Context: an optimization exercise on an open-source flow, tuned for small area and few clock cycles per item. The choices shown serve that exercise and are no tape-out recipe. Only simulation tests tie the RTL to the original design; equivalence was not proved. Power is estimated from default activity; no workload was simulated.

**design/flow/design.v**
```verilog
  localparam int lane_width = 8;
  localparam int lane_count = 8;
  localparam int code_w     = 7;  
  localparam logic [1:0] kind_data  = 2'd0;
  localparam logic [1:0] kind_ctrl  = 2'd1;
  localparam logic [1:0] kind_start = 2'd2;
  localparam logic [1:0] kind_term  = 2'd3;
  localparam logic [lane_width-1:0] char_idle    = 8'h07;
  localparam logic [lane_width-1:0] char_start   = 8'hfb;
  localparam logic [lane_width-1:0] char_term    = 8'hfd;
  localparam logic [lane_width-1:0] char_error   = 8'hfe;
  localparam logic [lane_width-1:0] char_order   = 8'h9c;  
  localparam logic [lane_width-1:0] char_fsig    = 8'h5c;  
  localparam logic [lane_width-1:0] char_idle_r  = 8'h1c;
  localparam logic [lane_width-1:0] char_idle_a  = 8'h7c;
  localparam logic [lane_width-1:0] char_idle_k  = 8'hbc;
  localparam logic [lane_width-1:0] char_code_3c = 8'h3c;
  localparam logic [lane_width-1:0] char_code_dc = 8'hdc;
  localparam logic [lane_width-1:0] char_code_f7 = 8'hf7;
  localparam logic [6:0] ctl_idle   = 7'h00;
  localparam logic [6:0] ctl_idle_a = 7'h4b;
  localparam logic [6:0] ctl_idle_k = 7'h55;
  localparam logic [6:0] ctl_idle_r = 7'h2d;
  localparam logic [6:0] ctl_3c     = 7'h33;
  localparam logic [6:0] ctl_dc     = 7'h66;
  localparam logic [6:0] ctl_f7     = 7'h78;
  localparam logic [6:0] ctl_error  = 7'h1e;
  localparam int block_width   = 66;
  localparam int payload_width = 64;
  localparam int scram_width   = 58;
  localparam logic [1:0] sync_data = 2'b10;
  localparam logic [1:0] sync_ctrl = 2'b01;
  localparam logic [3:0] order_fsig = 4'hf;
  localparam logic [7:0] type_ctrl       = 8'h1e;  
  localparam logic [7:0] type_ctrl_ord   = 8'h2d;
  localparam logic [7:0] type_ctrl_start = 8'h33;
  localparam logic [7:0] type_ord_start  = 8'h66;
  localparam logic [7:0] type_ord_ord    = 8'h55;
  localparam logic [7:0] type_start      = 8'h78;
  localparam logic [7:0] type_ord_ctrl   = 8'h4b;
  localparam logic [63:0] type_term = 64'hff_e1_d2_cc_b4_aa_99_87;
`timescale 1ns/1ps
module control_lane_decoder (
  input  logic [7:0] lane_char,
  input  logic       is_ctrl,
  output logic       is_data,
  output logic       is_cntl,   
  output logic       is_start,
  output logic       is_term,
  output logic       is_order,
  output logic       is_fsig,
  output logic [6:0] ctl_code
);
  localparam int lane_width = 8;
  localparam int lane_count = 8;
  localparam int code_w     = 7;  
  localparam logic [1:0] kind_data  = 2'd0;
  localparam logic [1:0] kind_ctrl  = 2'd1;
  localparam logic [1:0] kind_start = 2'd2;
  localparam logic [1:0] kind_term  = 2'd3;
  localparam logic [lane_width-1:0] char_idle    = 8'h07;
  localparam logic [lane_width-1:0] char_start   = 8'hfb;
  localparam logic [lane_width-1:0] char_term    = 8'hfd;
  localparam logic [lane_width-1:0] char_error   = 8'hfe;
  localparam logic [lane_width-1:0] char_order   = 8'h9c;  
  localparam logic [lane_width-1:0] char_fsig    = 8'h5c;  
  localparam logic [lane_width-1:0] char_idle_r  = 8'h1c;
  localparam logic [lane_width-1:0] char_idle_a  = 8'h7c;
  localparam logic [lane_width-1:0] char_idle_k  = 8'hbc;
  localparam logic [lane_width-1:0] char_code_3c = 8'h3c;
  localparam logic [lane_width-1:0] char_code_dc = 8'hdc;
  localparam logic [lane_width-1:0] char_code_f7 = 8'hf7;
  localparam logic [6:0] ctl_idle   = 7'h00;
  localparam logic [6:0] ctl_idle_a = 7'h4b;
  localparam logic [6:0] ctl_idle_k = 7'h55;
  localparam logic [6:0] ctl_idle_r = 7'h2d;
  localparam logic [6:0] ctl_3c     = 7'h33;
  localparam logic [6:0] ctl_dc     = 7'h66;
  localparam logic [6:0] ctl_f7     = 7'h78;
  localparam logic [6:0] ctl_error  = 7'h1e;
  localparam int block_width   = 66;
  localparam int payload_width = 64;
  localparam int scram_width   = 58;
  localparam logic [1:0] sync_data = 2'b10;
  localparam logic [1:0] sync_ctrl = 2'b01;
  localparam logic [3:0] order_fsig = 4'hf;
  localparam logic [7:0] type_ctrl       = 8'h1e;  
  localparam logic [7:0] type_ctrl_ord   = 8'h2d;
  localparam logic [7:0] type_ctrl_start = 8'h33;
  localparam logic [7:0] type_ord_start  = 8'h66;
  localparam logic [7:0] type_ord_ord    = 8'h55;
  localparam logic [7:0] type_start      = 8'h78;
  localparam logic [7:0] type_ord_ctrl   = 8'h4b;
  localparam logic [63:0] type_term = 64'hff_e1_d2_cc_b4_aa_99_87;
  logic lo_c, lo_7, hi_0, hi_f;
  logic x, y, z;
  logic sel_c, idle, f7, other;
  assign lo_c = lane_char[3:0] == 4'hc;
  assign lo_7 = lane_char[3:0] == 4'h7;
  assign hi_0 = lane_char[7:4] == 4'h0;
  assign hi_f = lane_char[7:4] == 4'hf;
  assign {x, y, z} = lane_char[7:5];
  assign is_data  = !is_ctrl;
  assign is_start = is_ctrl && hi_f && lane_char[3:0] == 4'hb;
  assign is_term  = is_ctrl && hi_f && lane_char[3:0] == 4'hd;
  assign is_order = is_ctrl && lo_c && lane_char[4] && !z && (x != y);
  assign is_cntl  = is_ctrl && !is_start && !is_term && !is_order;
  assign is_fsig  = y;  
  assign sel_c = lo_c && lane_char[4] && !(x && y && z);
  assign idle  = lo_7 && hi_0;
  assign f7    = lo_7 && hi_f;
  assign other = !idle && !f7;
  always_comb
    if (sel_c)
      ctl_code = {x || y, !(z && (x || y)), z && !y, !x && (y == z), x || !z,
                  x ? y : z, !(x && y)};
    else
      ctl_code = {f7, f7, !idle, !idle, other, other, 1'b0};
endmodule
`timescale 1ns/1ps
module block_encoder (
  input  logic [63:0] in_data,
  input  logic [7:0]  in_ctrl,
  output logic        blk_ctrl,
  output logic [63:0] blk_payload
);
  localparam int lane_width = 8;
  localparam int lane_count = 8;
  localparam int code_w     = 7;  
  localparam logic [1:0] kind_data  = 2'd0;
  localparam logic [1:0] kind_ctrl  = 2'd1;
  localparam logic [1:0] kind_start = 2'd2;
  localparam logic [1:0] kind_term  = 2'd3;
  localparam logic [lane_width-1:0] char_idle    = 8'h07;
  localparam logic [lane_width-1:0] char_start   = 8'hfb;
  localparam logic [lane_width-1:0] char_term    = 8'hfd;
  localparam logic [lane_width-1:0] char_error   = 8'hfe;
  localparam logic [lane_width-1:0] char_order   = 8'h9c;  
  localparam logic [lane_width-1:0] char_fsig    = 8'h5c;  
  localparam logic [lane_width-1:0] char_idle_r  = 8'h1c;
  localparam logic [lane_width-1:0] char_idle_a  = 8'h7c;
  localparam logic [lane_width-1:0] char_idle_k  = 8'hbc;
  localparam logic [lane_width-1:0] char_code_3c = 8'h3c;
  localparam logic [lane_width-1:0] char_code_dc = 8'hdc;
  localparam logic [lane_width-1:0] char_code_f7 = 8'hf7;
  localparam logic [6:0] ctl_idle   = 7'h00;
  localparam logic [6:0] ctl_idle_a = 7'h4b;
  localparam logic [6:0] ctl_idle_k = 7'h55;
  localparam logic [6:0] ctl_idle_r = 7'h2d;
  localparam logic [6:0] ctl_3c     = 7'h33;
  localparam logic [6:0] ctl_dc     = 7'h66;
  localparam logic [6:0] ctl_f7     = 7'h78;
  localparam logic [6:0] ctl_error  = 7'h1e;
  localparam int block_width   = 66;
  localparam int payload_width = 64;
  localparam int scram_width   = 58;
  localparam logic [1:0] sync_data = 2'b10;
  localparam logic [1:0] sync_ctrl = 2'b01;
  localparam logic [3:0] order_fsig = 4'hf;
  localparam logic [7:0] type_ctrl       = 8'h1e;  
  localparam logic [7:0] type_ctrl_ord   = 8'h2d;
  localparam logic [7:0] type_ctrl_start = 8'h33;
  localparam logic [7:0] type_ord_start  = 8'h66;
  localparam logic [7:0] type_ord_ord    = 8'h55;
  localparam logic [7:0] type_start      = 8'h78;
  localparam logic [7:0] type_ord_ctrl   = 8'h4b;
  localparam logic [63:0] type_term = 64'hff_e1_d2_cc_b4_aa_99_87;
  logic [7:0]  d, c, s, t, o, f;
  logic [55:0] codes;
  logic        lo_c, lo_o, lo_s, lo_d, lo_t;
  logic        hi_c, hi_o, hi_s, hi_d, hi_t;
  logic        f_cc, f_co, f_cs, f_os, f_oo, f_s, f_oc, f_d;
  logic [7:0]  f_t;
  logic        any_t, valid, plain;
  logic [7:0]  blk_type;
  for (genvar i = 0; i < lane_count; i++)
  begin : g_lane
    control_lane_decoder decoder_i (
      .lane_char (in_data[i*lane_width +: lane_width]),
      .is_ctrl   (in_ctrl[i]),
      .is_data   (d[i]),
      .is_cntl   (c[i]),
      .is_start  (s[i]),
      .is_term   (t[i]),
      .is_order  (o[i]),
      .is_fsig   (f[i]),
      .ctl_code  (codes[i*code_w +: code_w])
    );
  end
  assign lo_c = &c[3:0];
  assign lo_o = o[0] && &d[3:1];
  assign lo_s = s[0] && &d[3:1];
  assign lo_d = &d[3:0];
  assign hi_c = &c[7:4];
  assign hi_o = o[4] && &d[7:5];
  assign hi_s = s[4] && &d[7:5];
  assign hi_d = &d[7:4];
  for (genvar k = 0; k < lane_count; k++)
  begin : g_term
    localparam int b = k < 4 ? 0 : 4;
    logic below, above;
    if (k == b)
      assign below = 1'b1;
    else
      assign below = &d[k-1:b];
    if (k == b + 3)
      assign above = 1'b1;
    else
      assign above = &c[b+3:k+1];
    assign f_t[k] = below && t[k] && above && (k < 4 ? hi_c : lo_d);
  end
  assign any_t = |f_t;
  assign f_cc = lo_c && hi_c;
  assign f_co = lo_c && hi_o;
  assign f_cs = lo_c && hi_s;
  assign f_os = lo_o && hi_s;
  assign f_oo = lo_o && hi_o;
  assign f_oc = lo_o && hi_c;
  assign f_s  = lo_s && hi_d;
  assign f_d  = lo_d && hi_d;
  assign plain = f_cc || f_co || f_cs || f_os || f_oo || f_oc || f_s || f_d;
  assign valid = plain || any_t;
  always_comb
  begin
    blk_type = 8'h00;
    if (f_cc || !valid) blk_type = blk_type | type_ctrl;
    if (f_co) blk_type = blk_type | type_ctrl_ord;
    if (f_cs) blk_type = blk_type | type_ctrl_start;
    if (f_os) blk_type = blk_type | type_ord_start;
    if (f_oo) blk_type = blk_type | type_ord_ord;
    if (f_s)  blk_type = blk_type | type_start;
    if (f_oc) blk_type = blk_type | type_ord_ctrl;
    for (int k = 0; k < lane_count; k++)
      if (f_t[k]) blk_type = blk_type | type_term[8*k +: 8];
  end
  always_comb
  begin
    blk_ctrl = !f_d;
    blk_payload = '0;
    blk_payload[7:0] = blk_type;
    for (int i = 0; i < lane_count; i++)
    begin
      if (d[i] && plain)
        blk_payload[8*i +: 8] = blk_payload[8*i +: 8] | in_data[8*i +: 8];
      if (i < lane_count - 1 && d[i] && any_t)
        blk_payload[8*i+8 +: 8] = blk_payload[8*i+8 +: 8] | in_data[8*i +: 8];
      if (c[i] && valid)
        blk_payload[8+7*i +: 7] = blk_payload[8+7*i +: 7] | codes[7*i +: 7];
      if (!valid)
        blk_payload[8+7*i +: 7] = blk_payload[8+7*i +: 7] | ctl_error;
    end
    if (o[0] && valid)
      blk_payload[32 +: 4] = blk_payload[32 +: 4] | {4{f[0]}};
    if (o[4] && valid)
      blk_payload[36 +: 4] = blk_payload[36 +: 4] | {4{f[4]}};
  end
endmodule
`timescale 1ns/1ps
module block_fifo #(
  parameter int WIDTH = 65,
  parameter int HIST = 58
) (
  input  logic             CLK,
  input  logic             reset,
  input  logic             wr_valid,
  input  logic [WIDTH-1:0] wr_data,
  output logic [WIDTH-1:0] newest,
  output logic             head_valid,
  output logic             head_next,   
  output logic [WIDTH-1:0] head_data,
  input  logic             pop
);
  logic [WIDTH-1:0] e0, e1, e2, e3;
  logic             v0, v1, v2, v3;
  logic             rdy1, rdy2, rdy3;
  logic             m01, m12, m23;
  assign rdy3 = !v3 || pop;
  assign m23  = v2 && rdy3;
  assign rdy2 = !v2 || m23;
  assign m12  = v1 && rdy2;
  assign rdy1 = !v1 || m12;
  assign m01  = v0 && rdy1;
  assign newest = e0;
  assign head_valid = v3;
  assign head_next = m23 || (v3 && !pop);
  assign head_data = e3;
  always_ff @(posedge CLK)
  begin
    if (reset)
    begin
      v0 <= 1'b0;
      v1 <= 1'b0;
      v2 <= 1'b0;
      v3 <= 1'b0;
    end
    else
    begin
      v0 <= wr_valid || (v0 && !m01);
      v1 <= m01 || (v1 && !m12);
      v2 <= m12 || (v2 && !m23);
      v3 <= head_next;
    end
    if (reset)
      e0[WIDTH-1 -: HIST] <= '0;
    else if (wr_valid)
      e0[WIDTH-1 -: HIST] <= wr_data[WIDTH-1 -: HIST];
    if (wr_valid)
      e0[WIDTH-HIST-1:0] <= wr_data[WIDTH-HIST-1:0];
    if (m01)
      e1 <= e0;
    if (m12)
      e2 <= e1;
    if (m23)
      e3 <= e2;
  end
endmodule
`timescale 1ns/1ps
module block_scrambler (
  input  logic [57:0] state,
  input  logic [63:0] payload,
  output logic [63:0] scrambled
);
  localparam int lane_width = 8;
  localparam int lane_count = 8;
  localparam int code_w     = 7;  
  localparam logic [1:0] kind_data  = 2'd0;
  localparam logic [1:0] kind_ctrl  = 2'd1;
  localparam logic [1:0] kind_start = 2'd2;
  localparam logic [1:0] kind_term  = 2'd3;
  localparam logic [lane_width-1:0] char_idle    = 8'h07;
  localparam logic [lane_width-1:0] char_start   = 8'hfb;
  localparam logic [lane_width-1:0] char_term    = 8'hfd;
  localparam logic [lane_width-1:0] char_error   = 8'hfe;
  localparam logic [lane_width-1:0] char_order   = 8'h9c;  
  localparam logic [lane_width-1:0] char_fsig    = 8'h5c;  
  localparam logic [lane_width-1:0] char_idle_r  = 8'h1c;
  localparam logic [lane_width-1:0] char_idle_a  = 8'h7c;
  localparam logic [lane_width-1:0] char_idle_k  = 8'hbc;
  localparam logic [lane_width-1:0] char_code_3c = 8'h3c;
  localparam logic [lane_width-1:0] char_code_dc = 8'hdc;
  localparam logic [lane_width-1:0] char_code_f7 = 8'hf7;
  localparam logic [6:0] ctl_idle   = 7'h00;
  localparam logic [6:0] ctl_idle_a = 7'h4b;
  localparam logic [6:0] ctl_idle_k = 7'h55;
  localparam logic [6:0] ctl_idle_r = 7'h2d;
  localparam logic [6:0] ctl_3c     = 7'h33;
  localparam logic [6:0] ctl_dc     = 7'h66;
  localparam logic [6:0] ctl_f7     = 7'h78;
  localparam logic [6:0] ctl_error  = 7'h1e;
  localparam int block_width   = 66;
  localparam int payload_width = 64;
  localparam int scram_width   = 58;
  localparam logic [1:0] sync_data = 2'b10;
  localparam logic [1:0] sync_ctrl = 2'b01;
  localparam logic [3:0] order_fsig = 4'hf;
  localparam logic [7:0] type_ctrl       = 8'h1e;  
  localparam logic [7:0] type_ctrl_ord   = 8'h2d;
  localparam logic [7:0] type_ctrl_start = 8'h33;
  localparam logic [7:0] type_ord_start  = 8'h66;
  localparam logic [7:0] type_ord_ord    = 8'h55;
  localparam logic [7:0] type_start      = 8'h78;
  localparam logic [7:0] type_ord_ctrl   = 8'h4b;
  localparam logic [63:0] type_term = 64'hff_e1_d2_cc_b4_aa_99_87;
  localparam int tap = 39;  
  localparam int chain_w = scram_width + payload_width;
  logic [chain_w-1:0] chain;
  always_comb
  begin
    chain = '0;
    chain[scram_width-1:0] = state;
    for (int i = 0; i < payload_width; i++)
      chain[scram_width + i] = payload[i] ^ chain[scram_width - tap + i] ^ chain[i];
  end
  assign scrambled = chain[chain_w-1 -: payload_width];
endmodule
`timescale 1ns/1ps
module pcs_tx_top #(
  parameter int DEPTH = 4,
  parameter int OUT_CREDITS = 4
) (
  input  logic        CLK,
  input  logic        reset,
  input  logic        in_valid,
  input  logic [63:0] in_data,
  input  logic [7:0]  in_ctrl,
  output logic        in_credit,
  input  logic        out_credit,
  output logic        out_valid,
  output logic [65:0] out_block
);
  localparam int lane_width = 8;
  localparam int lane_count = 8;
  localparam int code_w     = 7;  
  localparam logic [1:0] kind_data  = 2'd0;
  localparam logic [1:0] kind_ctrl  = 2'd1;
  localparam logic [1:0] kind_start = 2'd2;
  localparam logic [1:0] kind_term  = 2'd3;
  localparam logic [lane_width-1:0] char_idle    = 8'h07;
  localparam logic [lane_width-1:0] char_start   = 8'hfb;
  localparam logic [lane_width-1:0] char_term    = 8'hfd;
  localparam logic [lane_width-1:0] char_error   = 8'hfe;
  localparam logic [lane_width-1:0] char_order   = 8'h9c;  
  localparam logic [lane_width-1:0] char_fsig    = 8'h5c;  
  localparam logic [lane_width-1:0] char_idle_r  = 8'h1c;
  localparam logic [lane_width-1:0] char_idle_a  = 8'h7c;
  localparam logic [lane_width-1:0] char_idle_k  = 8'hbc;
  localparam logic [lane_width-1:0] char_code_3c = 8'h3c;
  localparam logic [lane_width-1:0] char_code_dc = 8'hdc;
  localparam logic [lane_width-1:0] char_code_f7 = 8'hf7;
  localparam logic [6:0] ctl_idle   = 7'h00;
  localparam logic [6:0] ctl_idle_a = 7'h4b;
  localparam logic [6:0] ctl_idle_k = 7'h55;
  localparam logic [6:0] ctl_idle_r = 7'h2d;
  localparam logic [6:0] ctl_3c     = 7'h33;
  localparam logic [6:0] ctl_dc     = 7'h66;
  localparam logic [6:0] ctl_f7     = 7'h78;
  localparam logic [6:0] ctl_error  = 7'h1e;
  localparam int block_width   = 66;
  localparam int payload_width = 64;
  localparam int scram_width   = 58;
  localparam logic [1:0] sync_data = 2'b10;
  localparam logic [1:0] sync_ctrl = 2'b01;
  localparam logic [3:0] order_fsig = 4'hf;
  localparam logic [7:0] type_ctrl       = 8'h1e;  
  localparam logic [7:0] type_ctrl_ord   = 8'h2d;
  localparam logic [7:0] type_ctrl_start = 8'h33;
  localparam logic [7:0] type_ord_start  = 8'h66;
  localparam logic [7:0] type_ord_ord    = 8'h55;
  localparam logic [7:0] type_start      = 8'h78;
  localparam logic [7:0] type_ord_ctrl   = 8'h4b;
  localparam logic [63:0] type_term = 64'hff_e1_d2_cc_b4_aa_99_87;
  localparam int cnt_w = $clog2(OUT_CREDITS + 1);
  logic        enc_ctrl;
  logic [63:0] enc_payload;
  logic [63:0] scr_payload;
  logic [64:0] newest;
  logic        head_valid;
  logic        head_next;
  logic [cnt_w-1:0] credits_next;
  logic [64:0] head;
  logic        pop;
  logic [cnt_w-1:0] credits;
  block_encoder block_encoder_i (
    .in_data     (in_data),
    .in_ctrl     (in_ctrl),
    .blk_ctrl    (enc_ctrl),
    .blk_payload (enc_payload)
  );
  block_scrambler block_scrambler_i (
    .state     (newest[64:7]),
    .payload   (enc_payload),
    .scrambled (scr_payload)
  );
  block_fifo #(
    .WIDTH (65)
  ) block_fifo_i (
    .CLK        (CLK),
    .reset      (reset),
    .wr_valid   (in_valid),
    .wr_data    ({scr_payload, enc_ctrl}),
    .newest     (newest),
    .head_valid (head_valid),
    .head_next  (head_next),
    .head_data  (head),
    .pop        (pop)
  );
  assign pop = head_valid && credits != '0;
  assign out_valid = pop;
  assign in_credit = head_next && credits_next != '0;
  assign out_block = {head[64:1], !head[0], head[0]};
  always_comb
  begin
    credits_next = credits;
    if (pop && !out_credit)
      credits_next = credits - 1'b1;
    else if (!pop && out_credit)
      credits_next = credits + 1'b1;
  end
  always_ff @(posedge CLK)
  begin
    if (reset)
      credits <= OUT_CREDITS;
    else
      credits <= credits_next;
  end
endmodule
```
**design/flow/flow/run.sh**
```bash
#!/bin/bash
# The standard layout (standard.sh) with three changes to how it is made:
# - synthesis maps with an area-oriented ABC script (flow/abc_area.script,
#   used through ABC_AREA=1 from a copy of the ORFS scripts folder; every
#   other script is ORFS's own, unchanged);
# - each port gets the smallest buffer, sky130_fd_sc_hd__buf_1;
# - the clock tree uses small clusters of clkbuf_4 without dummy loads.
set -euo pipefail
rm -rf scripts_area
cp -r "$FLOW_HOME/scripts" scripts_area
cp flow/abc_area.script scripts_area/abc_area.script
export SCRIPTS_DIR="$PWD/scripts_area"
export BUFFER_PORTS_ARGS="-buffer_cell sky130_fd_sc_hd__buf_1"
export CTS_ARGS="-sink_clustering_enable -repair_clock_nets -dont_use_dummy_load -sink_clustering_size 10 -sink_clustering_max_diameter 30 -buf_list sky130_fd_sc_hd__clkbuf_4"
bash standard.sh > standard.log 2>&1
```
**design/flow/flow/abc_area.script**
```
strash
&get -n
&deepsyn -T 20
&put
dch -f
map -D 3000
topo
stime -c
```
**design/flow/standard.sh**
```bash
#!/bin/bash
# synth_recipe.tcl (not shown) runs the flow's synth.tcl, then flattens the netlist and writes it again
# the make line also repeats each setting of config.mk as NAME=value (left out here)
make -C /OpenROAD-flow-scripts/flow DESIGN_CONFIG=/design/flow/config.mk WORK_HOME=/design/flow/orfs CLKGATE_MAP_FILE= SYNTH_SCRIPT=/design/flow/synth_recipe.tcl "${@:-finish}"
```
**design/flow/config.mk**
```make
export PLATFORM = sky130hd
export DESIGN_NAME = pcs_tx_top
export DESIGN_NICKNAME = pcs_tx_top
export VERILOG_FILES = /design/flow/design.v
export SDC_FILE = /design/flow/constraint.sdc
export NUM_CORES = 4
export LEC_CHECK = 0
export ABC_AREA = 1
export CAP_MARGIN = 20
export CORE_MARGIN = 2
export CORE_UTILIZATION = 65
export SLEW_MARGIN = 20
```
**design/flow/constraint.sdc**
```tcl
create_clock -name core_clock -period 6.4 [get_ports {CLK}]
set_input_delay 1.2800 -clock core_clock [delete_from_list [all_inputs] [get_ports {CLK}]]
set_output_delay 1.2800 -clock core_clock [all_outputs]
set_load 0.01 [all_outputs]
```
==> results of run 1 <==
[flip-flops by register name, summed over array words and instances (netlist names)]
name             count
credits              3
block_fifo_i.e2     65
block_fifo_i.e3     65
block_fifo_i.v3      1
block_fifo_i.v2      1
block_fifo_i.v1      1
block_fifo_i.v0      1
block_fifo_i.e0     65
block_fifo_i.e1     65
[critical path, cell delays in order]
cell and delay [ns]:
buf_1 0.22, clkinv_1 0.20, nor2_1 0.24, clkinv_1 0.09, nor4_1 0.42, nand4_1 0.24
nor2_1 0.31, clkinv_1 0.15, nor2_1 0.12, clkinv_1 0.12, nor4_1 0.54, a21oi_1 0.15
nand2_1 0.14, nor2_1 0.06, clkinv_1 0.07, nor2_1 0.09, nand2_1 0.11, clkinv_1 0.25
buf_4 0.28, a21oi_1 0.20, nand4_1 0.14, xor2_1 0.42, xor2_1 0.26, nand2_1 0.11
o221ai_1 0.15
[layout make-up]
type                            instances  area [sq um]  share of cell area (%)
Inverter                              156           586                    4.30
Sequential cell                       267          7370                    54.1
Clock buffer                           40           300                    2.20
Timing Repair Buffer                  175           777                    5.70
Multi-Input combinational cell        717          4300                    31.6
Antenna cell                            1          2.50                  0.0184
Tap cell                              234           293                    2.15
[logic make-up after synthesis]
group / synth area share [%]
fa+ha+maj: 2.76
compound gates: 12.0
flops: 60.3
xor+xnor: 7.81
buf+inv: 4.79
simple gates: 12.4
[cell usage in the layout (no fill, tap or decap), types with 4 or more instances in the layout]
| cell type | netlist | final |
|---|---|---|
| a22o_2 | 9 | 9 |
| clkinv_1 | 156 | 156 |
| xnor2_1 | 29 | 29 |
| nor4_1 | 19 | 19 |
| o21ai_0 | 72 | 72 |
| clkbuf_4 | 0 | 40 |
| nand3_1 | 37 | 37 |
| xor2_1 | 80 | 80 |
| nand4_1 | 15 | 15 |
| a22oi_1 | 21 | 21 |
| o211ai_1 | 21 | 21 |
| a221oi_1 | 4 | 4 |
| dfxtp_1 | 65 | 65 |
| edfxtp_1 | 202 | 202 |
| o221ai_1 | 9 | 9 |
| o2111ai_1 | 5 | 5 |
| a31oi_1 | 6 | 6 |
| nor2_1 | 108 | 104 |
| nor3_1 | 23 | 23 |
| a211oi_1 | 6 | 6 |
| buf_4 | 0 | 32 |
| ha_1 | 27 | 27 |
| o22ai_1 | 12 | 12 |
| nand2_1 | 147 | 147 |
| a21oi_1 | 41 | 40 |
| buf_1 | 0 | 143 |
| a32oi_1 | 5 | 5 |
[Yosys cell counts, types with 2 or more instances]
cell	n	area, sq um
xor2_1	80	701
or2_2	3	18.8
nand3_1	37	185
a21oi_1	41	205
nor4_1	19	119
a21boi_0	2	15.0
o221ai_1	9	78.8
a31oi_1	6	37.5
a32oi_1	5	43.8
o21ai_0	72	360
nor3_1	23	115
a211oi_1	6	45.0
a22oi_1	21	158
dfxtp_1	65	1300
nor2_1	108	405
nand3b_1	2	15.0
ha_1	27	338
edfxtp_1	202	6070
o22ai_1	12	75.1
xnor2_1	29	254
a221oi_1	4	35.0
o2111ai_1	5	43.8
a32o_1	2	20.0
a41oi_1	3	26.3
clkinv_1	156	586
a22o_2	9	90.1
nand2_1	147	552
a2111oi_0	3	26.3
nand4_1	15	93.8
o211ai_1	21	158
[power by group through the flow]
stage / clock network, mW / registers [mW] / logic, mW
floorplan: 0 / 2.12 / 0.334
global placement: 0 / 2.16 / 0.463
detailed placement: 0 / 2.17 / 0.499
CTS: 0.822 / 2.14 / 0.517
global route: 0.882 / 2.15 / 0.569
finish: 0.826 / 2.14 / 0.531
[through the flow]
stage               area, sq um  utilization, %  total power [mW]
finish                    13600            73.3              3.50
global route              13600            73.3              3.60
CTS                       13600            73.3              3.48
detailed placement        13300            71.7              2.67
global placement          13300            71.7              2.62
floorplan                 12200               -              2.46
[final timing paths]
path                               to  cells past startpoint
setup reg to reg  block_fifo_i.e1[38]                      9
setup / recovery  block_fifo_i.e0[60]                     25
hold reg to reg   block_fifo_i.e2[44]                      0
hold / removal    block_fifo_i.e2[44]                      0
[layer usage]
layer	routed length, um	part of all wire, %	up-vias	global-route usage, %
li1	-	-	4492	-
met1	14700	39	4686	52.0
met2	17200	46	748	60.1
met3	3640	9.7	148	5.98
met4	1910	5.1	0	16.6
met5	0	0	-	0
==> results by group, run 1 <==
Critical path
  – WP data arrival: 6.38 ns
  – RR Startpoint: credits[0]
  – Setup Crit Path Kind: input port to flip-flop
  – CP startpoint: in_data[2]
  – Critical Path End Type: flip-flop
  – CP max FO: 9
  – Worst EP required: 6.92 ns
  – CP Launch Type: input port
  – R2R Setup Slk: 3.73 ns

Hold path
  – Min-Delay Startpoint: block_fifo_i.e1[44]
  – Hold Path Class: flip-flop to flip-flop

Power
  – Gate power share: 15.2%
  – Switch share: 29.1%
  – Reg power frac: 61.2%
  – Maximum vdd drop: 0.000146 V
  – Internal: 2.48 mW
  – Clock share of power: 23.6%
  – Sw Pwr: 1.02 mW
  – Leak: 4.73 nW
  – PwrDens: 257 mW/mm^2

CTS
  – CTS Root Cell: clkbuf_4
  – Htree depth: 2
  – # clock sinks: 267
  – Clk buf depth: 3
  – Clock latency on the worst-skew pair: 0.67 ns
  – Setup bufs post-CTS: 0
  – Num CTS Buffers: 40
  – Hold buffer count at CTS: 0
  – CTS clk-pin slew, worst paths: 0.10 ns
  – Post_cts resized: 0
  – CTS tree: yes

Global route
  – First-pass GRT wire length: 56.4 mm
  – GRT Util Overall: 37.8%
  – Pin count of the biggest net entering global routing: 66
  – Antenna violations before repair: 1
  – Via count of the first global-routing pass: 9596
  – Grt total ovfl: 0

STA
  – Setup_tns: 0 ns
  – PnR worst setup slack: 0.536 ns
  – Slew headroom: 43.1%
  – Slew Limit Fails: 0
  – Crit share post-route: 91.6%
  – Slew of the pin with the lowest slew margin: 0.853 ns
  – Final min period: 5.86 ns
  – Setup Skew: 0.121 ns
  – Final hold vios: 0
  – Final setup violation count: 0
  – Fmax: 171 MHz
  – RSZ-0062 raised after global routing: false
  – Worst Hold Slack: 0.374 ns

Job
  – Max_cap viols: 0

Logic synthesis
  – Main synth FF type: edfxtp_1
  – EDFF count, synth: 202
  – Async S/R FF share, synth: 0%
  – Syn Inst Count: 1140
  – Syn nets: 1243
  – Synth warn: 9
  – Seq/Total Area, Yosys: 60.3%
  – Synth Cell Area: 0.0122 sq mm
  – Yosys reg bits: 267
  – Post-synth cell types: 36
  – Avg Cell Area, Syn: 10.7 sq um

Die
  – Starting density of the core: 65.8%
  – DIE AREA: 0.0199 sq mm
  – Number of core rows: 50
  – Core area: 0.0186 sq mm
  – I/O Pins: 144
  – Die X-Extent: 141 um
  – Die height: 141 um

Place
  – Port buffer count: 143
  – Final GP Congestion: 1.04
  – Post-detailed-placement half-perimeter wirelength: 27.6 mm
  – Setup slack at placement: 0.191 ns
  – Placed Cells: 1549

Status
  – Outcome: finished clean

Detailed routing
  – Routed wire length: 37.5 mm
  – Initial drt markers: 1397
  – Drt drc: 0
  – ANT nets after route: 0
  – Vias: 10100
  – Via density: 6.34
  – Routed len/inst: 23.6 um
  – Drt pass-1 iters: 6

Layout
  – Non-Filler Instances: 1590
  – Filler cell count: 1212
  – Nets: 1460
  – Share of post-route cells with drive strength above 1: 6.64%
  – Layout area overhead: 11.5%
Testbench counts, summed over its fixed seeds: cycles 12,032, words 12,000.
==> run 2: changes to the inputs <==
==> design/flow/flow/abc_area.script (replaced) <==
strash
&get -n
&deepsyn -T 20
&put
dch -f
map -a
topo
stime -c
==> run 2 against run 1 <==
  * Critical path type unchanged
  * First-iteration DRC count is 10% lower
  * Routed wire length decreased by 1.1%
  * Critical path depth rose by 1
  * Sequential power hardly changed
  * Via count shrank 0.77%
  * Total power decreased by 1.8%
  * Largest power group unchanged
  * Hold slack better by 0.016 ns
  * Combinational power about the same
  * Still clean
==> results by group, run 2 <==
Logic synthesis
  – Synth top area cells: edfxtp_1 (50%), dfxtp_1 (11%), xor2_1 (5.8%), clkinv_1 (4.8%), nand2_1 (4.5%)
  – Post-synth top cells: edfxtp_1 (202), clkinv_1 (155), nand2_1 (148)
  – Post-synth top area share: 49.6% (about the same)
  – Seq/Total Area, Yosys: 60.3% (about the same)
  – Yosys reg bits: 267 (unchanged)
  – Post-synth cell types: 36 (unchanged)
  – Synth Cell Area: 0.0122 sq mm (about the same)
  – Async S/R FF share, synth: 0% (unchanged)
  – EDFF count, synth: 202 (unchanged)
  – Top cell type by total area after synthesis: edfxtp_1
  – Avg Cell Area, Syn: 10.7 sq um (about the same)
  – Syn nets: 1243 (unchanged)
  – Most common cell in the netlist: edfxtp_1
  – Syn Inst Count: 1140 (unchanged)
  – Main synth FF type: edfxtp_1
  – Synth warn: 9 (unchanged)

Global route
  – Antenna violations before repair: 0 (-1)
  – Via count of the first global-routing pass: 9634 (+0.40%)
  – Grt total ovfl: 0 (unchanged)
  – GRT Util Overall: 37.5% (-0.28 points)
  – First-pass GRT wire length: 55.7 mm (-1.3%)
  – Pin count of the biggest net entering global routing: 66 (unchanged)

Detailed routing
  – Drt drc: 0 (unchanged)
  – Vias: 9996 (-0.77%)
  – Metal3 WL: 3.42 mm (-6.1%)
  – Wl on met1: 14.3 mm (-2.7%)
  – Routed wire length: 37.1 mm (-1.1%)
  – Drt pass-1 iters: 8 (+2)
  – Routed wl met2: 17.4 mm (+1.3%)
  – Top Metal Used: met4
  – Initial drt markers: 1257 (-10%)
  – ANT nets after route: 0 (unchanged)
  – Routed len/inst: 23.4 um (-0.50%)
  – Via density: 6.32 (-0.21%)

Place
  – Port buffer count: 143 (unchanged)
  – Final GP Congestion: 0.994 (-4.8%)
  – Post-detailed-placement half-perimeter wirelength: 28.1 mm (+1.9%)
  – Setup slack at placement: 0.425 ns (+0.235 ns)

STA
  – Setup Skew: 0.0855 ns (-0.0357 ns)
  – Setup_tns: 0 ns (unchanged)
  – Crit share post-route: 87.0% (-4.6 points)
  – Final min period: 5.57 ns (-0.297 ns)
  – Slew Limit Fails: 0 (unchanged)
  – Fmax: 180 MHz (+5.3%)
  – RSZ-0062 raised after global routing: false
  – Final setup violation count: 0 (unchanged)
  – PnR worst setup slack: 0.834 ns (+0.297 ns)
  – Worst Hold Slack: 0.390 ns (+0.0164 ns)
  – Final hold vios: 0 (unchanged)
  – Slew headroom: 36.4% (-6.7 points)
  – Slew of the pin with the lowest slew margin: 0.952 ns (+0.0990 ns)

Critical path
  – Delay of the slowest critical-path stage: 0.59 ns (+0.05 ns)
  – CP Launch Type: input port
  – Worst EP required: 6.91 ns (about the same)
  – Crit-path slowest cell: nor2_1
  – Setup Crit Path Kind: input port to flip-flop
  – Critical Path End Type: flip-flop
  – WP data arrival: 6.08 ns (-0.30 ns)
  – Top cell by count, worst path: clkinv_1
  – CP max FO: 10 (+1)

Power
  – Leak: 4.72 nW (-0.37%)
  – PwrDens: 253 mW/mm^2 (-1.5%)
  – Maximum vdd drop: 0.000167 V (+15%)

Die
  – Die height: 141 um (about the same)
  – Starting density of the core: 65.8% (about the same)
  – I/O Pins: 144 (unchanged)
  – Core area: 0.0186 sq mm (unchanged)
  – Number of core rows: 50 (unchanged)
  – DIE AREA: 0.0199 sq mm (about the same)
  – Die X-Extent: 141 um (about the same)

Layout
  – Commonest non-fill, non-tap cells in the layout: edfxtp_1 (202), clkinv_1 (155), nand2_1 (148)
  – Ant diodes: 0 (-1)
  – Filler cell count: 1239 (+2.2%)
  – Commonest non-fill, non-tap cell in the layout: edfxtp_1
  – Share of post-route cells with drive strength above 1: 6.16% (-0.48 points)
  – Layout area overhead: 11.1%
  – Nets: 1452 (-0.55%)

CTS
  – CTS tree: yes
  – CTS Root Cell: clkbuf_4
  – Htree depth: 2 (unchanged)
  – Post_cts resized: 0 (unchanged)
  – # clock sinks: 267 (unchanged)
  – Hold buffer count at CTS: 0 (unchanged)
  – Clk buf depth: 3 (unchanged)
  – Clock latency on the worst-skew pair: 0.63 ns (-0.04 ns)
  – Num CTS Buffers: 36 (-10%)
  – Setup bufs post-CTS: 0 (unchanged)
  – CTS clk-pin slew, worst paths: 0.10 ns (about the same)

Job
  – Max_cap viols: 0 (unchanged)

Hold path
  – Hold Path Class: flip-flop to flip-flop

Status
  – Outcome: finished clean
-- run 2: logic make-up (layout without fill, tap and decap cells) --
logic type,Yosys count,count (layout),share of synthesized area [%]
compound gates,225,225,12.0
xor+xnor,109,109,7.81
fa+ha+maj,27,27,2.76
buf+inv,155,362,4.76
flops,267,267,60.3
simple gates,357,357,12.4
-- run 2: layer usage --
metal,vias up,track usage [%]
li1,4466,-
met1,4711,49.3
met2,693,61.7
met3,126,6.66
met4,0,16.5
met5,-,0
-- run 2: critical path: cells and delay by family --
kind,cells,cell delay [ns]
AO/OA/AOI/OAI,5,1.01
XOR/XNOR,2,0.67
AND/OR/NAND/NOR,11,1.95
buffers and inverters,8,1.17
-- run 2: worst paths after layout --
path / slack, ns / cells after the start / to / start
min reg2reg: 0.39 / 0 / block_fifo_i.e3[57] / block_fifo_i.e2[57]
min: 0.39 / 0 / block_fifo_i.e3[57] / block_fifo_i.e2[57]
max: 0.83 / 26 / block_fifo_i.e0[60] / in_data[43]
max reg2reg: 3.52 / 9 / block_fifo_i.e1[13] / credits[1]
-- run 2: area by class of cell --
cell class	count	area, sq um	area share (%)
Sequential cell	267	7370	54.3
Inverter	155	582	4.28
Tap cell	234	293	2.16
Clock buffer	36	270	1.99
Multi-Input combinational cell	718	4310	31.7
Timing Repair Buffer	171	759	5.59
-- run 2: stage by stage --
stage / instances / power (mW) / util, % / cell area, sq um
after floorplan: 1140 / 2.45 / - / 12200
after global placement: 1545 / 2.63 / 71.6 / 13300
after detailed placement: 1545 / 2.68 / 71.6 / 13300
after CTS: 1581 / 3.41 / 73.1 / 13600
after global routing: 1581 / 3.54 / 73.1 / 13600
final: 1581 / 3.44 / 73.1 / 13600
-- run 2: power breakdown --
part / total, mW / internal [mW] / switching (mW)
sequential: 2.14 / 2.01 / 0.134
combinational: 0.531 / 0.183 / 0.348
clock: 0.764 / 0.260 / 0.504
==> run 3: changes to the inputs <==
--- a/design/flow/flow/run.sh
+++ b/design/flow/flow/run.sh
@@ -5,2 +5,3 @@
 #   other script is ORFS's own, unchanged);
+# - synthesis leaves half and full adders to ABC (ADDER_MAP_FILE empty);
 # - each port gets the smallest buffer, sky130_fd_sc_hd__buf_1;
@@ -12,2 +13,3 @@
 export SCRIPTS_DIR="$PWD/scripts_area"
+export ADDER_MAP_FILE=
 export BUFFER_PORTS_ARGS="-buffer_cell sky130_fd_sc_hd__buf_1"
==> run 3 against run 2 <==
  * Design area barely moved
  * Largest power group unchanged
  * Routed wire length is 2.3% lower
  * Hold slack got worse by 0.012 ns
  * Maximum frequency decreased by 5.8%
  * Total power up 0.23%
  * First-iteration DRC count decreased by 2.1%
  * Highest routed layer unchanged
  * Global-route usage shrank 0.92 points
  * Area after synthesis fell by 0.67%
  * Die area is 0.64% lower
  * Sequential share of layout area about the same
  * Cell count increased by 5.1%
==> results by group, run 3 <==
STA
  – PnR worst setup slack: 0.490 ns (-0.344 ns)
  – Slew of the pin with the lowest slew margin: 1.03 ns (+0.0807 ns)
  – Fmax: 169 MHz (-5.8%)
  – Setup_tns: 0 ns (unchanged)
  – Final min period: 5.91 ns (+0.344 ns)
  – Setup Skew: 0.0871 ns (+0.00163 ns)
  – Final hold vios: 0 (unchanged)
  – Final setup violation count: 0 (unchanged)
  – RSZ-0062 raised after global routing: false
  – Slew Limit Fails: 0 (unchanged)
  – Slew headroom: 31.0% (-5.4 points)
  – Crit share post-route: 92.3% (+5.4 points)

Critical path
  – Delay of the slowest critical-path stage: 0.44 ns (-0.15 ns)
  – RR Endpoint: block_fifo_i.e1[10]
  – Top cell by count, worst path: clkinv_1
  – RR Startpoint: credits[1]
  – Crit-path slowest cell: xor2_1
  – R2R Setup Slk: 4.18 ns (+0.66 ns)
  – Worst EP required: 6.93 ns (+0.02 ns)
  – WP data arrival: 6.44 ns (+0.36 ns)
  – Worst r2r path cells: 7 (-2)
  – Critical Path End Type: flip-flop
  – Setup Crit Path Kind: input port to flip-flop
  – CP Launch Type: input port
  – CP max FO: 11 (+1)

Die
  – DIE AREA: 0.0198 sq mm (-0.64%)
  – Die height: 141 um (-0.32%)
  – I/O Pins: 144 (unchanged)
  – Number of core rows: 49 (-2.0%)
  – Die X-Extent: 141 um (-0.32%)
  – Starting density of the core: 66.9% (+1.1 points)
  – Core area: 0.0181 sq mm (-2.3%)

Power
  – PwrDens: 254 mW/mm^2 (+0.26%)
  – Leak: 4.65 nW (-1.4%)
  – Maximum vdd drop: 0.000224 V (+34%)

Logic synthesis
  – Synth top area cells: edfxtp_1 (50%), dfxtp_1 (11%), nand2_1 (6.5%), clkinv_1 (4.9%), nor2_1 (4.2%)
  – Yosys reg bits: 267 (unchanged)
  – Async S/R FF share, synth: 0% (unchanged)
  – Synth Cell Area: 0.0121 sq mm (-0.67%)
  – Post-synth top cells: nand2_1 (211), edfxtp_1 (202), clkinv_1 (158)
  – Avg Cell Area, Syn: 10.0 sq um (-6.6%)
  – Most common cell in the netlist: nand2_1
  – Top cell type by total area after synthesis: edfxtp_1
  – Syn nets: 1289 (+3.7%)
  – EDFF count, synth: 202 (unchanged)
  – Post-synth cell types: 32 (-11%)
  – Seq/Total Area, Yosys: 60.7% (+0.40 points)
  – Post-synth top area share: 50.0% (+0.33 points)
  – Main synth FF type: edfxtp_1
  – Synth warn: 9 (unchanged)
  – Syn Inst Count: 1213 (+6.4%)

Layout
  – Final core area utilization: 74.8% (+1.7 points)
  – Final Cell Area: 0.0136 sq mm (about the same)
  – Share of post-route cells with drive strength above 1: 6.22% (+0.058 points)
  – Nets: 1509 (+3.9%)
  – Commonest non-fill, non-tap cell in the layout: nand2_1
  – Commonest non-fill, non-tap cells in the layout: nand2_1 (211), edfxtp_1 (202), clkinv_1 (158)
  – Layout area overhead: 11.8%

Global route
  – Grt total ovfl: 0 (unchanged)
  – Antenna violations before repair: 1 (+1)
  – First-pass GRT wire length: 55.1 mm (-1.1%)
  – Pin count of the biggest net entering global routing: 66 (unchanged)
  – GRT Util Overall: 36.6% (-0.92 points)
  – Via count of the first global-routing pass: 9866 (+2.4%)

CTS
  – CTS tree: yes
  – Clk buf depth: 3 (unchanged)
  – Setup bufs post-CTS: 0 (unchanged)
  – CTS clk-pin slew, worst paths: 0.10 ns (about the same)
  – CTS Root Cell: clkbuf_4
  – Clock latency on the worst-skew pair: 0.65 ns (+0.02 ns)
  – Num CTS Buffers: 38 (+5.6%)
  – # clock sinks: 267 (unchanged)
  – Htree depth: 2 (unchanged)

Place
  – Setup slack at placement: 0.143 ns (-0.282 ns)
  – Port buffer count: 143 (unchanged)
  – DP Area: 0.0133 sq mm (-0.23%)
  – Final GP Congestion: 1.06 (+6.8%)
  – Post-detailed-placement half-perimeter wirelength: 26.8 mm (-4.8%)

Hold path
  – WHS Endpoint: block_fifo_i.e3[62]
  – Worst Hold Depth: 0 (unchanged)
  – Min-Delay Startpoint: block_fifo_i.e2[62]
  – Hold Path Class: flip-flop to flip-flop

Detailed routing
  – Drt drc: 0 (unchanged)
  – Routed wire length: 36.2 mm (-2.3%)
  – Via density: 6.31 (-0.27%)
  – Initial drt markers: 1231 (-2.1%)
  – ANT nets after route: 0 (unchanged)
  – Vias: 10500 (+4.8%)
  – Routed len/inst: 21.8 um (-7.1%)
  – Drt pass-1 iters: 8 (unchanged)

Status
  – Outcome: finished clean

Job
  – Max_cap viols: 0 (unchanged)
[run 3: how the worst max path moves through the flow]
| stage | start | depth (start not counted) | end | slack, ns |
|---|---|---|---|---|
| after global routing | in_data[55] | 28 | block_fifo_i.e0[56] | 0.02 |
| final | in_data[54] | 30 | block_fifo_i.e0[41] | 0.49 |
| after detailed placement | in_data[54] | 28 | block_fifo_i.e0[56] | 0.14 |
| after floorplan | in_data[35] | 27 | block_fifo_i.e0[49] | 0.24 |
| after CTS | in_data[54] | 28 | block_fifo_i.e0[56] | 0.74 |
| after global placement | in_data[55] | 28 | block_fifo_i.e0[56] | 0.04 |
[run 3: routing by layer]
metal | track usage [%] | share of wire, %
met5 | 0 | 0
met4 | 17.2 | 4.9
met3 | 8.12 | 12
met2 | 55.9 | 44
met1 | 50.5 | 39
[run 3: cells by family (layout without fill, tap and decap cells)]
kind of cell	Yosys count	count (layout)	share of synthesized area (%)
xor gates and xnor gates	89	89	6.42
AOI/OAI and AO/OA	233	233	11.9
and+or+nand+nor	466	466	16.1
DFF	267	267	60.7
buffers and inverters	158	376	4.89
other	0	1	0
[run 3: per-stage QoR]
stage | power, mW | hold slack (ns) | instances
after global placement | 2.61 | 0.400 | 1622
after CTS | 3.42 | 0.368 | 1660
after global routing | 3.56 | 0.378 | 1661
after detailed placement | 2.65 | 0.405 | 1622
after floorplan | 2.44 | 0.400 | 1213
final | 3.45 | 0.378 | 1661
[run 3: what timing repair did]
action,in CTS,in global routing
endpoints found under the hold margin,0,0
endpoints found under the setup margin,0,1
hold buffers,0,0
gates resized for setup,0,1
[run 3: layout make-up]
| type | count | area [sq um] |
|---|---|---|
| inverter | 158 | 593 |
| fill | 1246 | 4570 |
| clock buffer | 38 | 285 |
| tap | 229 | 287 |
| multi-input combinational | 788 | 4230 |
| antenna | 1 | 2.50 |
| sequential | 267 | 7370 |
| timing repair buffer | 180 | 815 |
[run 3: power by group]
group | switching [mW] | leakage [nW] | internal (mW)
Clock | 0.520 | 0.175 | 0.274
Combinational | 0.347 | 2.06 | 0.170
Sequential | 0.129 | 2.42 | 2.01
Total | 0.996 | 4.65 | 2.45
[run 3: critical path: cells and delay by family]
kind	cells	cell delay (ns)
compound gates	3	0.61
xor+xnor	1	0.44
buf+inv	11	1.60
simple gates	15	2.53
==> run 4: changes to the inputs <==
--- a/design/flow/design.v
+++ b/design/flow/design.v
@@ -240,2 +240,5 @@
     blk_payload[7:0] = blk_type;
+    for (int i = 0; i < lane_count - 1; i++)
+      if (d[i] && any_t)
+        blk_payload[8*i+8 +: 8] = blk_payload[8*i+8 +: 8] | in_data[8*i +: 8];
     for (int i = 0; i < lane_count; i++)
@@ -244,4 +247,2 @@
         blk_payload[8*i +: 8] = blk_payload[8*i +: 8] | in_data[8*i +: 8];
-      if (i < lane_count - 1 && d[i] && any_t)
-        blk_payload[8*i+8 +: 8] = blk_payload[8*i+8 +: 8] | in_data[8*i +: 8];
       if (c[i] && valid)
--- a/design/flow/flow/run.sh
+++ b/design/flow/flow/run.sh
@@ -1,6 +1,7 @@
 #!/bin/bash
-# The standard layout (standard.sh) with three changes to how it is made:
-# - synthesis maps with an area-oriented ABC script (flow/abc_area.script,
-#   used through ABC_AREA=1 from a copy of the ORFS scripts folder; every
-#   other script is ORFS's own, unchanged);
+# The standard layout (standard.sh) with four changes to how it is made:
+# - synthesis maps with an area-oriented ABC script (flow/abc_area.script:
+#   a deterministic deepsyn pass, then area-only mapping), used through
+#   ABC_AREA=1 from a copy of the ORFS scripts folder; every other script
+#   is ORFS's own, unchanged;
 # - synthesis leaves half and full adders to ABC (ADDER_MAP_FILE empty);
@@ -8,2 +9,4 @@
 # - the clock tree uses small clusters of clkbuf_4 without dummy loads.
+# standard.sh's make output goes to standard.log; ORFS keeps each step's
+# log under orfs/logs.
 set -euo pipefail
==> design/flow/flow/abc_area.script (replaced) <==
strash
&get -n
&deepsyn -I 1 -J 20
&put
dch -f
map -a
topo
stime -c
==> run 4 against run 3 <==
  * Utilization is 0.17 points higher
  * Synthesized cell count shrank 3.1%
  * Hold slack got worse by 0.017 ns
  * Sequential cell count unchanged
  * Total power shrank 0.60%
  * Global-route usage decreased by 1.3 points
  * Design area down 0.11%
  * Die area down 0.48%
  * Area after synthesis fell by 0.49%
  * Critical path depth is 3 higher
  * Critical path type unchanged
==> results by group, run 4 <==
Die
  – Starting density of the core: 66.8% (-0.11 points)
  – I/O Pins: 144 (unchanged)
  – Core area: 0.0181 sq mm (-0.34%)
  – DIE AREA: 0.0197 sq mm (-0.48%)
  – Die X-Extent: 140 um (-0.24%)
  – Die height: 140 um (-0.24%)
  – Number of core rows: 49 (unchanged)

Detailed routing
  – Drt drc: 0 (unchanged)
  – Routed wire length: 34.0 mm (-6.1%)
  – Routed wl met2: 15.1 mm (-5.2%)
  – Metal3 WL: 3.81 mm (-15%)
  – ANT nets after route: 0 (unchanged)
  – Routed len/inst: 20.9 um (-4.2%)
  – Vias: 10100 (-3.9%)
  – Initial drt markers: 996 (-19%)
  – Wl on met1: 13.2 mm (-5.8%)
  – Via density: 6.18 (-2.0%)
  – Drt pass-1 iters: 5 (-3)
  – Top Metal Used: met4

STA
  – Final hold vios: 0 (unchanged)
  – PnR worst setup slack: 0.699 ns (+0.208 ns)
  – Slew Limit Fails: 0 (unchanged)
  – Worst Hold Slack: 0.362 ns (-0.0166 ns)
  – Setup_tns: 0 ns (unchanged)
  – Fmax: 175 MHz (+3.7%)
  – Crit share post-route: 89.1% (-3.3 points)
  – RSZ-0062 raised after global routing: false
  – Slew headroom: 43.5% (+13 points)
  – Final min period: 5.70 ns (-0.208 ns)
  – Slew of the pin with the lowest slew margin: 0.847 ns (-0.185 ns)
  – Setup Skew: 0.130 ns (+0.0431 ns)
  – Final setup violation count: 0 (unchanged)

Logic synthesis
  – EDFF count, synth: 202 (unchanged)
  – Avg Cell Area, Syn: 10.3 sq um (+2.6%)
  – Synth Cell Area: 0.0121 sq mm (-0.49%)
  – Post-synth top cells: edfxtp_1 (202), nand2_1 (173), clkinv_1 (167)
  – Seq/Total Area, Yosys: 61.0% (+0.30 points)
  – Async S/R FF share, synth: 0% (unchanged)
  – Syn nets: 1252 (-2.9%)
  – Most common cell in the netlist: edfxtp_1
  – Main synth FF type: edfxtp_1
  – Syn Inst Count: 1176 (-3.1%)
  – Yosys reg bits: 267 (unchanged)
  – Post-synth top area share: 50.2% (+0.25 points)
  – Synth top area cells: edfxtp_1 (50%), dfxtp_1 (11%), xor2_1 (5.7%), nand2_1 (5.4%), clkinv_1 (5.2%)
  – Post-synth cell types: 33 (+3.1%)
  – Synth warn: 5 (-4)
  – Top cell type by total area after synthesis: edfxtp_1

Layout
  – Share of post-route cells with drive strength above 1: 7.08% (+0.86 points)
  – Final core area utilization: 75.0% (+0.17 points)
  – Commonest non-fill, non-tap cells in the layout: edfxtp_1 (202), nand2_1 (173), clkinv_1 (167)
  – Nets: 1476 (-2.2%)
  – Layout area overhead: 12.3%
  – Non-Filler Instances: 1628 (-2.0%)
  – Commonest non-fill, non-tap cell in the layout: edfxtp_1
  – Filler cell count: 1250 (+0.32%)

Global route
  – Via count of the first global-routing pass: 9682 (-1.9%)
  – Grt total ovfl: 0 (unchanged)
  – Antenna violations before repair: 1 (unchanged)
  – GRT Util Overall: 35.3% (-1.3 points)
  – Pin count of the biggest net entering global routing: 66 (unchanged)
  – First-pass GRT wire length: 52.9 mm (-4.0%)

Place
  – Placed Cells: 1587 (-2.2%)
  – Port buffer count: 143 (unchanged)
  – Post-detailed-placement half-perimeter wirelength: 26.1 mm (-2.6%)
  – Final GP Congestion: 1.04 (-2.3%)
  – Setup slack at placement: 0.0681 ns (-0.0750 ns)

Hold path
  – Worst Hold Depth: 0 (unchanged)
  – Hold Path Class: flip-flop to flip-flop

CTS
  – Setup bufs post-CTS: 0 (unchanged)
  – CTS Root Cell: clkbuf_4
  – Clk buf depth: 3 (unchanged)
  – Num CTS Buffers: 40 (+5.3%)
  – CTS clk-pin slew, worst paths: 0.11 ns (about the same)
  – # clock sinks: 267 (unchanged)
  – Clock latency on the worst-skew pair: 0.70 ns (+0.05 ns)
  – CTS tree: yes
  – Htree depth: 2 (unchanged)

Critical path
  – Top cell by count, worst path: clkinv_1
  – Worst EP required: 6.89 ns (-0.04 ns)
  – WP data arrival: 6.19 ns (-0.25 ns)
  – Critical Path End Type: flip-flop
  – CP max FO: 15 (+4)
  – Delay of the slowest critical-path stage: 0.33 ns (-0.11 ns)
  – CP Launch Type: input port
  – Crit-path slowest cell: xor2_1
  – Setup Crit Path Kind: input port to flip-flop
  – Worst r2r path cells: 10 (+3)

Power
  – Internal: 2.47 mW (+0.64%)
  – Leak: 4.76 nW (+2.4%)
  – Gate power share: 14.6% (-0.4 points)
  – PwrDens: 253 mW/mm^2 (-0.49%)
  – Switch share: 28.0% (-0.89 points)
  – Reg power frac: 62.1% (about the same)
  – Maximum vdd drop: 0.000159 V (-29%)
  – Clock share of power: 23.3% (+0.3 points)
  – Sw Pwr: 960 uW (-3.7%)

Job
  – Max_cap viols: 0 (unchanged)

Status
  – Outcome: finished clean
[run 4: changes by cell type in the layout (fill, tap and decap cells not counted), moves of 9 or more]
cell      change
nand3_1      -27
nand2_1      -38
xnor2_1       -9
o21ai_0      +10
clkinv_1      +9
o211ai_1     -20
xor2_1       +23
a21oi_1      -12
a22o_2        +9
[run 4: kinds of logic after synthesis]
| kind of cell | count (synthesis) | share of synthesized area, % |
|---|---|---|
| compound gates | 236 | 12.6 |
| xor+xnor | 102 | 7.40 |
| buf+inv | 167 | 5.19 |
| flops | 267 | 61.0 |
| simple gates | 404 | 13.8 |
[run 4: metrics by stage]
| step | power [mW] | cell area [sq um] |
|---|---|---|
| after floorplan | 2.44 | 12100 |
| after global placement | 2.61 | 13200 |
| after detailed placement | 2.64 | 13200 |
| after CTS | 3.41 | 13500 |
| after global routing | 3.56 | 13600 |
| final | 3.43 | 13600 |
[run 4: area by class of cell]
cell class,instances,area (sq um),area share [%]
clock buffer,40,300,2.21
tap,229,287,2.11
inverter,167,627,4.62
multi-input combinational,742,4130,30.5
antenna,1,2.50,0.0185
timing repair buffer,182,842,6.21
sequential,267,7370,54.3
[run 4: routing by layer]
layer | GRT usage [%] | up-vias
li1 | - | 4608
met1 | 47.6 | 4657
met2 | 54.2 | 659
met3 | 8.55 | 138
met4 | 17.3 | 0
met5 | 0 | -
[run 4: final timing paths]
path                                            end  slack (ns)                 from
worst min register to register  block_fifo_i.e2[49]        0.36  block_fifo_i.e1[49]
worst max-delay path            block_fifo_i.e0[60]        0.70          in_data[58]
worst max register to register  block_fifo_i.e1[13]        3.80      block_fifo_i.v3
worst min-delay path            block_fifo_i.e2[49]        0.36  block_fifo_i.e1[49]
[run 4: what timing repair did]
| action | 4_1_cts | 5_1_grt |
|---|---|---|
| gates resized for setup | 0 | 3 |
| hold buffers | 0 | 0 |
| setup endpoints to repair | 0 | 3 |
| endpoints found under the hold margin | 0 | 0 |
[run 4: critical path: cells and delay by family]
family          cells  cell delay, ns
buf+inv            12            1.45
simple gates       15            2.17
compound gates      3            0.48
xor+xnor            3            0.81
[run 4: power by group through the flow]
stage / combinational (mW) / sequential, mW / clock, mW
2_1_floorplan: 0.321 / 2.12 / 0
3_3_place_gp: 0.459 / 2.15 / 0
3_5_place_dp: 0.483 / 2.16 / 0
4_1_cts: 0.488 / 2.12 / 0.804
5_1_grt: 0.547 / 2.14 / 0.873
6_report: 0.501 / 2.13 / 0.797
Testbench counts of run 4, summed over its fixed seeds: cycles 12,032, words 12,000.
==> run 5: changes to the inputs <==
--- a/design/flow/flow/run.sh
+++ b/design/flow/flow/run.sh
@@ -3,3 +3,3 @@
 # - synthesis maps with an area-oriented ABC script (flow/abc_area.script:
-#   a deterministic deepsyn pass, then area-only mapping), used through
+#   a deterministic deepsyn pass, then area-oriented &nf mapping), used through
 #   ABC_AREA=1 from a copy of the ORFS scripts folder; every other script
==> design/flow/flow/abc_area.script (replaced) <==
strash
&get -n
&deepsyn -I 1 -J 20
&dch -f
&nf -p -R 1000 -F 8 -C 32
&put
topo
stime -c
==> run 5 against run 4 <==
  * Total power rose by 2.8%
  * Global-route usage rose by 2.0 points
  * Utilization decreased by 1.1 points
  * First-iteration DRC count is 66% higher
  * Sequential power is essentially flat
  * Via count decreased by 3.0%
  * Sequential share of layout area increased by 1.5 points
  * Non-clock buffer count shrank 5
  * Critical endpoint is now block_fifo_i.e0[43]
  * Largest power group unchanged
==> results by group, run 5 <==
Place
  – Post-detailed-placement half-perimeter wirelength: 25.7 mm (-1.6%)
  – Port buffer count: 143 (unchanged)
  – Final GP Congestion: 0.998 (-3.7%)

Logic synthesis
  – Syn Inst Count: 985 (-16%)
  – Synth warn: 5 (unchanged)
  – Post-synth top area share: 51.6% (+1.3 points)
  – Top cell type by total area after synthesis: edfxtp_1
  – Most common cell in the netlist: edfxtp_1
  – Async S/R FF share, synth: 0% (unchanged)
  – Syn nets: 1061 (-15%)
  – Seq/Total Area, Yosys: 62.6% (+1.6 points)
  – Post-synth top cells: edfxtp_1 (202), nand2_1 (129), o21ai_0 (74), xnor2_1 (74), dfxtp_1 (65)
  – Synth Cell Area: 0.0118 sq mm (-2.6%)
  – Main synth FF type: edfxtp_1
  – Avg Cell Area, Syn: 11.9 sq um (+16%)
  – Synth top area cells: edfxtp_1 (52%), dfxtp_1 (11%), xnor2_1 (5.5%), nand2_1 (4.1%), xor2_1 (3.4%)
  – Yosys reg bits: 267 (unchanged)
  – EDFF count, synth: 202 (unchanged)
  – Post-synth cell types: 55 (+67%)

Layout
  – Multi-input logic area: 0.00437 sq mm (+5.6%)
  – Layout area overhead: 12.1%
  – Share of post-route cells with drive strength above 1: 6.66% (-0.43 points)
  – Nets: 1280 (-13%)
  – Filler cell count: 1167 (-6.6%)
  – Sequential standard cell area: 0.00737 sq mm (unchanged)
  – Commonest non-fill, non-tap cell in the layout: edfxtp_1
  – Commonest non-fill, non-tap cells in the layout: edfxtp_1 (202), buf_1 (143), nand2_1 (129)

Die
  – Core area: 0.0178 sq mm (-1.4%)
  – Die X-Extent: 139 um (-1.3%)
  – DIE AREA: 0.0192 sq mm (-2.5%)
  – Starting density of the core: 66.0% (-0.84 points)
  – Number of core rows: 49 (unchanged)
  – I/O Pins: 144 (unchanged)
  – Die height: 139 um (-1.3%)

STA
  – Final hold vios: 0 (unchanged)
  – RSZ-0062 raised after global routing: false
  – Slew Limit Fails: 0 (unchanged)
  – Setup_tns: 0 ns (unchanged)
  – Slew of the pin with the lowest slew margin: 0.981 ns (+0.134 ns)
  – Slew headroom: 33.7% (-9.8 points)
  – Fmax: 169 MHz (-3.7%)
  – Crit share post-route: 92.5% (+3.4 points)
  – Final setup violation count: 0 (unchanged)
  – Final min period: 5.92 ns (+0.220 ns)
  – Worst Hold Slack: 0.379 ns (+0.0172 ns)
  – Setup Skew: 0.102 ns (-0.0280 ns)

Critical path
  – Critical Path End Type: flip-flop
  – WP data arrival: 6.47 ns (+0.28 ns)
  – CP Launch Type: input port
  – CP max FO: 13 (-2)
  – Worst EP required: 6.94 ns (+0.05 ns)
  – Setup Crit Path Kind: input port to flip-flop
  – Worst r2r path cells: 6 (-4)

CTS
  – Clk buf depth: 3 (unchanged)
  – Num CTS Buffers: 40 (unchanged)
  – Htree depth: 2 (unchanged)
  – CTS tree: yes
  – Hold buffer count at CTS: 0 (unchanged)
  – # clock sinks: 267 (unchanged)
  – Setup bufs post-CTS: 0 (unchanged)
  – Clock latency on the worst-skew pair: 0.67 ns (-0.03 ns)
  – Post_cts resized: 0 (unchanged)
  – CTS clk-pin slew, worst paths: 0.10 ns (about the same)
  – CTS Root Cell: clkbuf_4

Detailed routing
  – Routed wire length: 35.7 mm (+5.1%)
  – Drt pass-1 iters: 8 (+3)
  – ANT nets after route: 0 (unchanged)
  – Via density: 6.81 (+10%)
  – Initial drt markers: 1649 (+66%)
  – Routed len/inst: 25.0 um (+19%)
  – Drt drc: 0 (unchanged)
  – Vias: 9756 (-3.0%)

Power
  – Maximum vdd drop: 0.000184 V (+15%)
  – Leak: 4.33 nW (-9.2%)
  – PwrDens: 267 mW/mm^2 (+5.7%)

Hold path
  – Hold Path Class: flip-flop to flip-flop
  – Worst Hold Depth: 0 (unchanged)

Global route
  – Via count of the first global-routing pass: 9394 (-3.0%)
  – Pin count of the biggest net entering global routing: 66 (unchanged)
  – Grt total ovfl: 0 (unchanged)
  – First-pass GRT wire length: 54.8 mm (+3.4%)
  – Antenna violations before repair: 1 (unchanged)
  – GRT Util Overall: 37.3% (+2.0 points)

Status
  – Outcome: finished clean

Job
  – Max_cap viols: 0 (unchanged)
==> run 5: cell count changes in the layout (fill, tap and decap cells not counted), sizes merged, moves of 18 or more <==
cell,change
clkinv,-148
xor2,-32
nand2,-44
nor2,-80
a222oi,+22
nand2b,+18
xnor2,+50
==> run 5: worst paths after layout <==
| check | start | endpoint | slack (ns) |
|---|---|---|---|
| worst max register to register | credits[0] | block_fifo_i.e1[53] | 3.79 |
| worst min register to register | block_fifo_i.e2[9] | block_fifo_i.e3[9] | 0.38 |
| worst max-delay path | in_data[57] | block_fifo_i.e0[43] | 0.48 |
| worst min-delay path | block_fifo_i.e2[9] | block_fifo_i.e3[9] | 0.38 |
==> run 5: worst max-delay path, cell delays in order <==
cell and delay (ns):
buf_1 0.16, nand2b_1 0.18, nor2_1 0.06, nand3_1 0.19
nor2_1 0.11, a32oi_1 0.20, nand2_1 0.08, a21oi_1 0.63
nand2_1 0.14, or4_1 0.57, nand2b_1 0.28, nand2b_1 0.17
nand2b_1 0.18, nand2b_1 0.15, or2_0 0.16, nor2_1 0.06
nand2_1 0.42, nand2_1 0.14, o21ai_0 0.49, xor2_1 0.41
a21oi_1 0.16, o21ai_0 0.15, nand2_1 0.08
==> run 5: cell families (layout without fill, tap and decap cells) <==
kind of cell | Yosys count | count (layout) | synth area share (%)
muxes | 2 | 2 | 0.181
AOI/OAI and AO/OA | 238 | 238 | 13.7
buffers and inverters | 19 | 236 | 0.606
other | 0 | 1 | 0
DFF | 267 | 267 | 62.6
and+or+nand+nor | 339 | 339 | 14.0
xor gates and xnor gates | 120 | 120 | 8.93
==> run 5: cell type report <==
cell class / instances / area share [%]
flip-flops and latches: 267 / 55.9
multi-input cells: 699 / 33.1
repair buffers: 177 / 6.01
clock buffers: 40 / 2.28
well taps: 229 / 2.17
inverters: 19 / 0.541
diodes: 1 / 0.0190
==> run 5: stage by stage <==
stage	utilization (%)	instance area [sq um]	worst slack [ns]	power [mW]	cells
finish	73.9	13200	0.479	3.52	1432
global route	73.9	13200	0.219	3.62	1432
CTS	73.9	13200	0.747	3.48	1431
detailed placement	72.2	12900	0.0860	2.69	1391
global placement	72.2	12900	0.233	2.65	1391
floorplan	-	11800	0.297	2.44	985
==> run 5: where the power goes <==
group	leakage [nW]	switching (mW)	total, mW	internal (mW)
logic	1.72	0.345	0.551	0.206
registers	2.42	0.134	2.14	2.01
clock network	0.184	0.542	0.830	0.287
total	4.33	1.02	3.52	2.50
==> run 5: routing by layer <==
metal  wire (um)  track usage, %
met1       12700            48.4
met2       16200            58.8
met3        4700            9.50
met4        2210            19.2
met5           0               0

-- static timing again, ports no longer ideal --
In the flow no input, the clock included, has a driving cell. The finished layouts below were timed again as built, in two steps.
Step 1 (the two cells are an assumption about what drives the block):
set clk [get_ports {CLK}]
set_driving_cell -lib_cell sky130_fd_sc_hd__clkbuf_16 $clk
set_driving_cell -lib_cell sky130_fd_sc_hd__buf_2 [delete_from_list [all_inputs] $clk]
Step 2 adds t to the input delays and takes it off the output delays; t is the mean of the earliest and latest rising clock arrival at the registers after step 1. Input paths then give back, and output paths get back, about the clock's delay inside the block.
a / b / c = ideal / step 1 / step 2; a / b = the first two.
| run | shift t [ns] | setup WS [ns] | worst slew at a driven data input, ns | pins driven straight from the clock port |
|---|---|---|---|---|
| run 1 | 0.664 | 0.536 / 0.559 / -0.105 | 0.04 | 1 |
| run 2 | 0.631 | 0.834 / 0.852 / 0.221 | 0.05 | 1 |
| run 3 | 0.649 | 0.490 / 0.511 / -0.139 | 0.06 | 1 |
| run 4 | 0.674 | 0.699 / 0.717 / 0.043 | 0.08 | 1 |
| run 5 | 0.662 | 0.479 / 0.495 / -0.167 | 0.07 | 1 |
Met with ideal ports but missed after step 2: setup timing in run 1, run 3 and run 5. For run 4, which loses most, drivers alone change the setup slack by +0.018 ns; drivers and shift together by -0.656 ns.
